Background: an optimization exercise with open tools, aiming at a short achievable clock period and few clock cycles per item. Do not read the settings as production practice. At most, simulation tests tie the RTL to the original design; equivalence was not proved.

==> trial 22 <==
==> flow/design.v <==
module ascon_permutation #(
    parameter int unsigned MAX_ROUNDS = 12
) (
    input  logic         clk,
    input  logic         rst_n,
    input  logic         start,
    input  logic [3:0]   num_rounds,
    input  logic [319:0] state_in,
    output logic [319:0] state_out,
    output logic         busy,
    output logic         done
);
    localparam int unsigned K  = 2;
    localparam int unsigned KO = 1;
    localparam int unsigned NB = 20;
    localparam int unsigned BW = 320 / NB;
    localparam logic [3:0] MaxRounds = 4'(MAX_ROUNDS);
    logic [319:0] state_q, state_d;
    logic [3:0]   round_q, round_d;
    logic [3:0]   rem_q, rem_d;
    logic         busy_q, busy_d;
    logic         done_q, done_d;
    logic         omode_q, omode_d;
    logic [NB-1:0] bsel_q, bsel_d;
    logic [3:0]   n_eff;
    logic [3:0]   r_first;
    logic [3:0]   n_first;
    logic [3:0]   n_last;
    logic [3:0]   n_mid;
    logic [3:0]   n_step;
    logic         accept;
    function automatic logic [63:0] ror64(input logic [63:0] v, input int unsigned n);
        ror64 = (v >> n) | (v << (64 - n));
    endfunction
    function automatic logic [319:0] ascon_round(input logic [319:0] s, input logic [3:0] r);
        logic [63:0] x0, x1, x2, x3, x4;
        logic [63:0] t0, t1, t2, t3, t4;
        logic [63:0] c;
        logic [63:0] i1, i3;
        c  = {56'd0, 4'hF - r, r};
        x0 = s[319:256];
        x1 = s[255:192];
        x2 = s[191:128];
        x3 = s[127:64];
        x4 = s[63:0];
        i1 = x1;
        i3 = x3;
        x0 = x0 ^ x4;
        x4 = x4 ^ x3;
        x2 = x2 ^ x1;
        t0 = ~x0 & x1;
        t1 = ~x1 & x2;
        t2 = ~x2 & x3;
        t3 = ~x3 & x4;
        t4 = ~x4 & x0;
        x0 = x0 ^ t1;
        x1 = x1 ^ t2;
        x2 = x2 ^ t3;
        x3 = x3 ^ t4;
        x4 = x4 ^ t0;
        x1 = x1 ^ x0;
        x0 = x0 ^ x4;
        x3 = x3 ^ x2;
        x2 = ~x2;
        x0 = x0 ^ (c & ~i1);
        x1 = x1 ^ (c & ~(i1 ^ i3));
        x2 = x2 ^ c;
        x3 = x3 ^ c;
        x0 = x0 ^ ror64(x0, 19) ^ ror64(x0, 28);
        x1 = x1 ^ ror64(x1, 61) ^ ror64(x1, 39);
        x2 = x2 ^ ror64(x2, 1)  ^ ror64(x2, 6);
        x3 = x3 ^ ror64(x3, 10) ^ ror64(x3, 17);
        x4 = x4 ^ ror64(x4, 7)  ^ ror64(x4, 41);
        ascon_round = {x0, x1, x2, x3, x4};
    endfunction
    assign n_eff   = (num_rounds > MaxRounds) ? MaxRounds : num_rounds;
    assign r_first = MaxRounds - n_eff;
    assign n_last  = (n_eff > 4'(K)) ? 4'(KO) : 4'd0;
    assign n_first = (n_eff - n_last > 4'(K)) ? 4'(K) : n_eff - n_last;
    assign n_mid   = n_eff - n_last - n_first;
    assign accept  = start && !busy_q;
    assign n_step  = (rem_q > 4'(K)) ? 4'(K) : rem_q;
    logic [319:0] ch_tap [K+1];
    logic [3:0]   ch_round;
    logic [3:0]   ch_n;
    logic [319:0] ch_out;
    assign ch_round = busy_q ? round_q : r_first;
    assign ch_n     = busy_q ? n_step : n_first;
    always_comb begin
        for (int j = 0; j < NB; j++)
            ch_tap[0][j*BW +: BW] = bsel_q[j] ? state_q[j*BW +: BW] : state_in[j*BW +: BW];
        for (int k = 1; k <= K; k++)
            ch_tap[k] = ascon_round(ch_tap[k-1], ch_round + 4'(k - 1));
        ch_out = ch_tap[0];
        for (int k = 1; k < K; k++)
            if (ch_n == 4'(k)) ch_out = ch_tap[k];
        if (ch_n >= 4'(K)) ch_out = ch_tap[K];
    end
    logic [319:0] out_tap [KO+1];
    always_comb begin
        out_tap[0] = state_q;
        for (int k = 1; k <= KO; k++)
            out_tap[k] = ascon_round(out_tap[k-1], MaxRounds - 4'(KO) + 4'(k - 1));
    end
    always_ff @(posedge clk or negedge rst_n) begin
        if (!rst_n) begin
            busy_q <= 1'b0;
            done_q <= 1'b0;
            bsel_q <= '0;
        end else begin
            busy_q <= busy_d;
            done_q <= done_d;
            bsel_q <= bsel_d;
        end
    end
    always_comb begin
        for (int j = 0; j < NB; j++) begin
            if (start && !bsel_q[j])
                bsel_d[j] = (n_mid != 4'd0);
            else
                bsel_d[j] = bsel_q[j] && (rem_q > 4'(K));
        end
    end
    always_ff @(posedge clk) begin
        state_q <= state_d;
        round_q <= round_d;
        rem_q   <= rem_d;
        omode_q <= omode_d;
    end
    always_comb begin
        state_d = state_q;
        round_d = round_q;
        rem_d   = rem_q;
        omode_d = omode_q;
        busy_d  = 1'b0;
        done_d  = 1'b0;
        if (accept) begin
            state_d = ch_out;
            round_d = r_first + n_first;
            rem_d   = n_mid;
            omode_d = (n_last != 4'd0);
            busy_d  = (n_mid != 4'd0);
            done_d  = (n_mid == 4'd0);
        end else if (busy_q) begin
            state_d = ch_out;
            round_d = round_q + n_step;
            rem_d   = rem_q - n_step;
            busy_d  = (rem_q > 4'(K));
            done_d  = (rem_q <= 4'(K));
        end
    end
    assign state_out = omode_q ? out_tap[KO] : state_q;
    assign busy      = busy_q;
    assign done      = done_q;
endmodule
==> flow/flow/run.sh <==
#!/bin/bash
# Layout flow: the standard layout (standard.sh) with two changes:
#  * Yosys's half/full adder extraction is off (ADDER_MAP_FILE empty): the
#    design has no arithmetic, and extracted half adders only slow the
#    XOR/AND logic of the rounds. Registers are as in the standard synthesis.
#  * every input and output port still gets its buffer, but a plain buf_4
#    rather than the slow delay cell the default choice lands on.
set -uo pipefail
export ADDER_MAP_FILE=
export BUFFER_PORTS_ARGS="-buffer_cell sky130_fd_sc_hd__buf_4"
bash standard.sh finish > standard_flow.log 2>&1
status=$?
tail -n 40 standard_flow.log
exit $status
==> flow/standard.sh <==
#!/bin/bash
# synth_recipe.tcl (not shown) runs the flow's synth.tcl, then flattens the netlist and writes it again
# the make line also repeats each setting of config.mk as NAME=value (left out here)
make -C /OpenROAD-flow-scripts/flow DESIGN_CONFIG=/design/flow/config.mk WORK_HOME=/design/flow/orfs CLKGATE_MAP_FILE= SYNTH_SCRIPT=/design/flow/synth_recipe.tcl "${@:-finish}"
==> flow/config.mk <==
export PLATFORM = sky130hd
export DESIGN_NAME = ascon_permutation
export DESIGN_NICKNAME = ascon_permutation
export VERILOG_FILES = /design/flow/design.v
export SDC_FILE = /design/flow/constraint.sdc
export NUM_CORES = 4
export LEC_CHECK = 0
export CAP_MARGIN = 20
export CORE_MARGIN = 2
export CORE_UTILIZATION = 30
export SETUP_SLACK_MARGIN = 0.5
export SLEW_MARGIN = 20
==> flow/constraint.sdc <==
create_clock -name core_clock -period 5.5 [get_ports {clk}]
set_input_delay 1.1000 -clock core_clock [delete_from_list [all_inputs] [get_ports {clk}]]
set_output_delay 1.1000 -clock core_clock [all_outputs]
set_load 0.01 [all_outputs]
==> trial 79: changes against trial 22 <==
--- a/flow/design.v
+++ b/flow/design.v
@@ -36,7 +36,5 @@
         logic [63:0] x0, x1, x2, x3, x4;
         logic [63:0] t0, t1, t2, t3, t4;
-        logic [63:0] c;
-        logic [63:0] i1, i3;
-        c  = {56'd0, 4'hF - r, r};
+        logic [7:0]  c;
         x0 = s[319:256];
         x1 = s[255:192];
@@ -44,6 +42,6 @@
         x3 = s[127:64];
         x4 = s[63:0];
-        i1 = x1;
-        i3 = x3;
+        c  = {4'hF - r, r};
+        x2[7:0] = x2[7:0] ^ c;
         x0 = x0 ^ x4;
         x4 = x4 ^ x3;
@@ -63,8 +61,4 @@
         x3 = x3 ^ x2;
         x2 = ~x2;
-        x0 = x0 ^ (c & ~i1);
-        x1 = x1 ^ (c & ~(i1 ^ i3));
-        x2 = x2 ^ c;
-        x3 = x3 ^ c;
         x0 = x0 ^ ror64(x0, 19) ^ ror64(x0, 28);
         x1 = x1 ^ ror64(x1, 61) ^ ror64(x1, 39);
Settings changed: SETUP_SLACK_MARGIN 0.5 to unset.
==> trial 97: changes against trial 22 <==
--- a/flow/design.v
+++ b/flow/design.v
@@ -11,8 +11,7 @@
     output logic         done
 );
-    localparam int unsigned K  = 2;
-    localparam int unsigned KO = 1;
-    localparam int unsigned NB = 20;
-    localparam int unsigned BW = 320 / NB;
+    localparam int unsigned KI = 3;
+    localparam int unsigned KR = 3;
+    localparam int unsigned KO = 2;
     localparam logic [3:0] MaxRounds = 4'(MAX_ROUNDS);
     logic [319:0] state_q, state_d;
@@ -22,5 +21,4 @@
     logic         done_q, done_d;
     logic         omode_q, omode_d;
-    logic [NB-1:0] bsel_q, bsel_d;
     logic [3:0]   n_eff;
     logic [3:0]   r_first;
@@ -36,7 +34,5 @@
         logic [63:0] x0, x1, x2, x3, x4;
         logic [63:0] t0, t1, t2, t3, t4;
-        logic [63:0] c;
-        logic [63:0] i1, i3;
-        c  = {56'd0, 4'hF - r, r};
+        logic [7:0]  c;
         x0 = s[319:256];
         x1 = s[255:192];
@@ -44,6 +40,6 @@
         x3 = s[127:64];
         x4 = s[63:0];
-        i1 = x1;
-        i3 = x3;
+        c  = {4'hF - r, r};
+        x2[7:0] = x2[7:0] ^ c;
         x0 = x0 ^ x4;
         x4 = x4 ^ x3;
@@ -63,8 +59,4 @@
         x3 = x3 ^ x2;
         x2 = ~x2;
-        x0 = x0 ^ (c & ~i1);
-        x1 = x1 ^ (c & ~(i1 ^ i3));
-        x2 = x2 ^ c;
-        x3 = x3 ^ c;
         x0 = x0 ^ ror64(x0, 19) ^ ror64(x0, 28);
         x1 = x1 ^ ror64(x1, 61) ^ ror64(x1, 39);
@@ -76,25 +68,21 @@
     assign n_eff   = (num_rounds > MaxRounds) ? MaxRounds : num_rounds;
     assign r_first = MaxRounds - n_eff;
-    assign n_last  = (n_eff > 4'(K)) ? 4'(KO) : 4'd0;
-    assign n_first = (n_eff - n_last > 4'(K)) ? 4'(K) : n_eff - n_last;
+    assign n_last  = (n_eff > 4'(KI)) ? 4'(KO) : 4'd0;
+    assign n_first = (n_eff - n_last > 4'(KI)) ? 4'(KI) : n_eff - n_last;
     assign n_mid   = n_eff - n_last - n_first;
     assign accept  = start && !busy_q;
-    assign n_step  = (rem_q > 4'(K)) ? 4'(K) : rem_q;
-    logic [319:0] ch_tap [K+1];
-    logic [3:0]   ch_round;
-    logic [3:0]   ch_n;
-    logic [319:0] ch_out;
-    assign ch_round = busy_q ? round_q : r_first;
-    assign ch_n     = busy_q ? n_step : n_first;
+    logic [319:0] in_tap [KI+1];
     always_comb begin
-        for (int j = 0; j < NB; j++)
-            ch_tap[0][j*BW +: BW] = bsel_q[j] ? state_q[j*BW +: BW] : state_in[j*BW +: BW];
-        for (int k = 1; k <= K; k++)
-            ch_tap[k] = ascon_round(ch_tap[k-1], ch_round + 4'(k - 1));
-        ch_out = ch_tap[0];
-        for (int k = 1; k < K; k++)
-            if (ch_n == 4'(k)) ch_out = ch_tap[k];
-        if (ch_n >= 4'(K)) ch_out = ch_tap[K];
+        in_tap[0] = state_in;
+        for (int k = 1; k <= KI; k++)
+            in_tap[k] = ascon_round(in_tap[k-1], r_first + 4'(k - 1));
     end
+    logic [319:0] reg_tap [KR+1];
+    always_comb begin
+        reg_tap[0] = state_q;
+        for (int k = 1; k <= KR; k++)
+            reg_tap[k] = ascon_round(reg_tap[k-1], round_q + 4'(k - 1));
+    end
+    assign n_step = (rem_q > 4'(KR)) ? 4'(KR) : rem_q;
     logic [319:0] out_tap [KO+1];
     always_comb begin
@@ -107,17 +95,7 @@
             busy_q <= 1'b0;
             done_q <= 1'b0;
-            bsel_q <= '0;
         end else begin
             busy_q <= busy_d;
             done_q <= done_d;
-            bsel_q <= bsel_d;
-        end
-    end
-    always_comb begin
-        for (int j = 0; j < NB; j++) begin
-            if (start && !bsel_q[j])
-                bsel_d[j] = (n_mid != 4'd0);
-            else
-                bsel_d[j] = bsel_q[j] && (rem_q > 4'(K));
         end
     end
@@ -136,5 +114,5 @@
         done_d  = 1'b0;
         if (accept) begin
-            state_d = ch_out;
+            state_d = in_tap[n_first];
             round_d = r_first + n_first;
             rem_d   = n_mid;
@@ -143,9 +121,9 @@
             done_d  = (n_mid == 4'd0);
         end else if (busy_q) begin
-            state_d = ch_out;
+            state_d = reg_tap[n_step];
             round_d = round_q + n_step;
             rem_d   = rem_q - n_step;
-            busy_d  = (rem_q > 4'(K));
-            done_d  = (rem_q <= 4'(K));
+            busy_d  = (rem_q > 4'(KR));
+            done_d  = (rem_q <= 4'(KR));
         end
     end
==> flow/run.sh (new file) <==
#!/bin/bash
# synth_recipe.tcl (not shown) runs the flow's synth.tcl, then flattens the netlist and writes it again
# the make line also repeats each setting of config.mk as NAME=value (left out here)
make -C /OpenROAD-flow-scripts/flow DESIGN_CONFIG=/design/flow/config.mk WORK_HOME=/design/flow/orfs CLKGATE_MAP_FILE= SYNTH_SCRIPT=/design/flow/synth_recipe.tcl finish
Settings changed: CORE_UTILIZATION 30 to 50, SETUP_SLACK_MARGIN 0.5 to 1.5.
removed: flow/flow/run.sh
removed: flow/standard.sh
==> impl_metrics.csv <==
group,metric,value,unit
run_status,status,"timing/DRC/antenna clean",
cells_and_area,final_design_area_no_fill,0.0963,mm2
drt,wl_met3,79300,um
cells_and_area,sh_seq_area,10.8,%
cells_and_area,ff_latch_area,0.0104,mm2
drt,route.detailed.drc,0,
cells_and_area,layout_common_cells,"buf_4 (2444), xnor2_1 (2066), xor2_1 (874)",
global_route,met1_usage,64.2,%
critical_path,critical_path_depth,6,
synthesis,ys_ff_latch,351,
Source of the figures above: trial 22

==> impl_metrics.csv <==
group,metric,value,unit
run_status,status,"failed layout checks",
run_status,check-failures,"negative setup slack",
drt,wl_met3,76600,um
cells_and_area,final_design_area_no_fill,0.0952,mm2
sta,setup_viol,1,
critical_path,critical_path_depth,17,
synthesis,ys_ff_latch,351,
sta,timing.final.ws_setup,-0.0744,ns
cells_and_area,sh_seq_area,11.0,%
drt,route.detailed.drc,0,
Source of the figures above: trial 79

==> impl_metrics.csv <==
group,metric,value,unit
global_route,grt_use_total,102,%
synthesis,netlist-cell-type-count,82,
synthesis,synth-simple-area-share,6.05,%
synthesis,async_flop_share,0.604,%
clock_tree,ctsResizeCount,2164,
run_status,status,"did not finish",
global_route,met1_usage,86.7,%
global_route,grt_pass1_wl,1990000,um
placement,hpwl,1120000,um
synthesis,yosys.area_share.xor_xnor,59.5,%
clock_tree,cts_buffers,44,
global_route,grt_use_met3,73.0,%
run_status,stop_stage,"global routing (5_1_grt)",
synthesis,yosysMostFrequentCell,"xnor2_1",
synthesis,ys_ff_latch,331,
clock_tree,cts_hold_buf,0,
clock_tree,post-cts-setup-buffers,478,
synthesis,synth_compound_area_share,9.93,%
run_status,stop_error,"[ERROR GRT-0116] Global routing finished with congestion. Check the congestion regions in the DRC Viewer.",
clock_tree,clockBufferDepth,3,
Source of the figures above: trial 97

Testbench counts of trial 22, summed over its fixed seeds: cycles 14,083, items 3,200.
Testbench counts of trial 79, summed over its fixed seeds: cycles 14,083, items 3,200.
Function not checked in trial 97: the RTL went through the layout flow alone.

[re-timing with driven ports]
The results above use ideal ports. As a check the final layouts listed here were re-extracted and re-timed, cells and wires unchanged.
Step 1: set_driving_cell puts a clkbuf_16 on clk and a buf_2 on each other input, an assumption about the parent block.
Step 2 moves the port delays by t, midway between the first and last clock arrival at a register: inputs arrive t later, outputs are due t later. That takes back most of the time a late clock gives input paths.
Slacks: ideal ports / drivers / drivers and shift; pairs: ideal ports / drivers.
run	shift t [ns]	setup WS [ns]	clock arrival spread, ns
trial 22	0.822	0.283 / 0.197 / -0.063	0.029 / 0.030
trial 79	0.810	-0.074 / -0.074 / -0.310	0.040 / 0.040
With both steps, setup timing fails in trial 22, where it was met with ideal ports. For trial 22, which loses most, drivers alone change the setup slack by -0.086 ns; drivers and shift together by -0.346 ns.
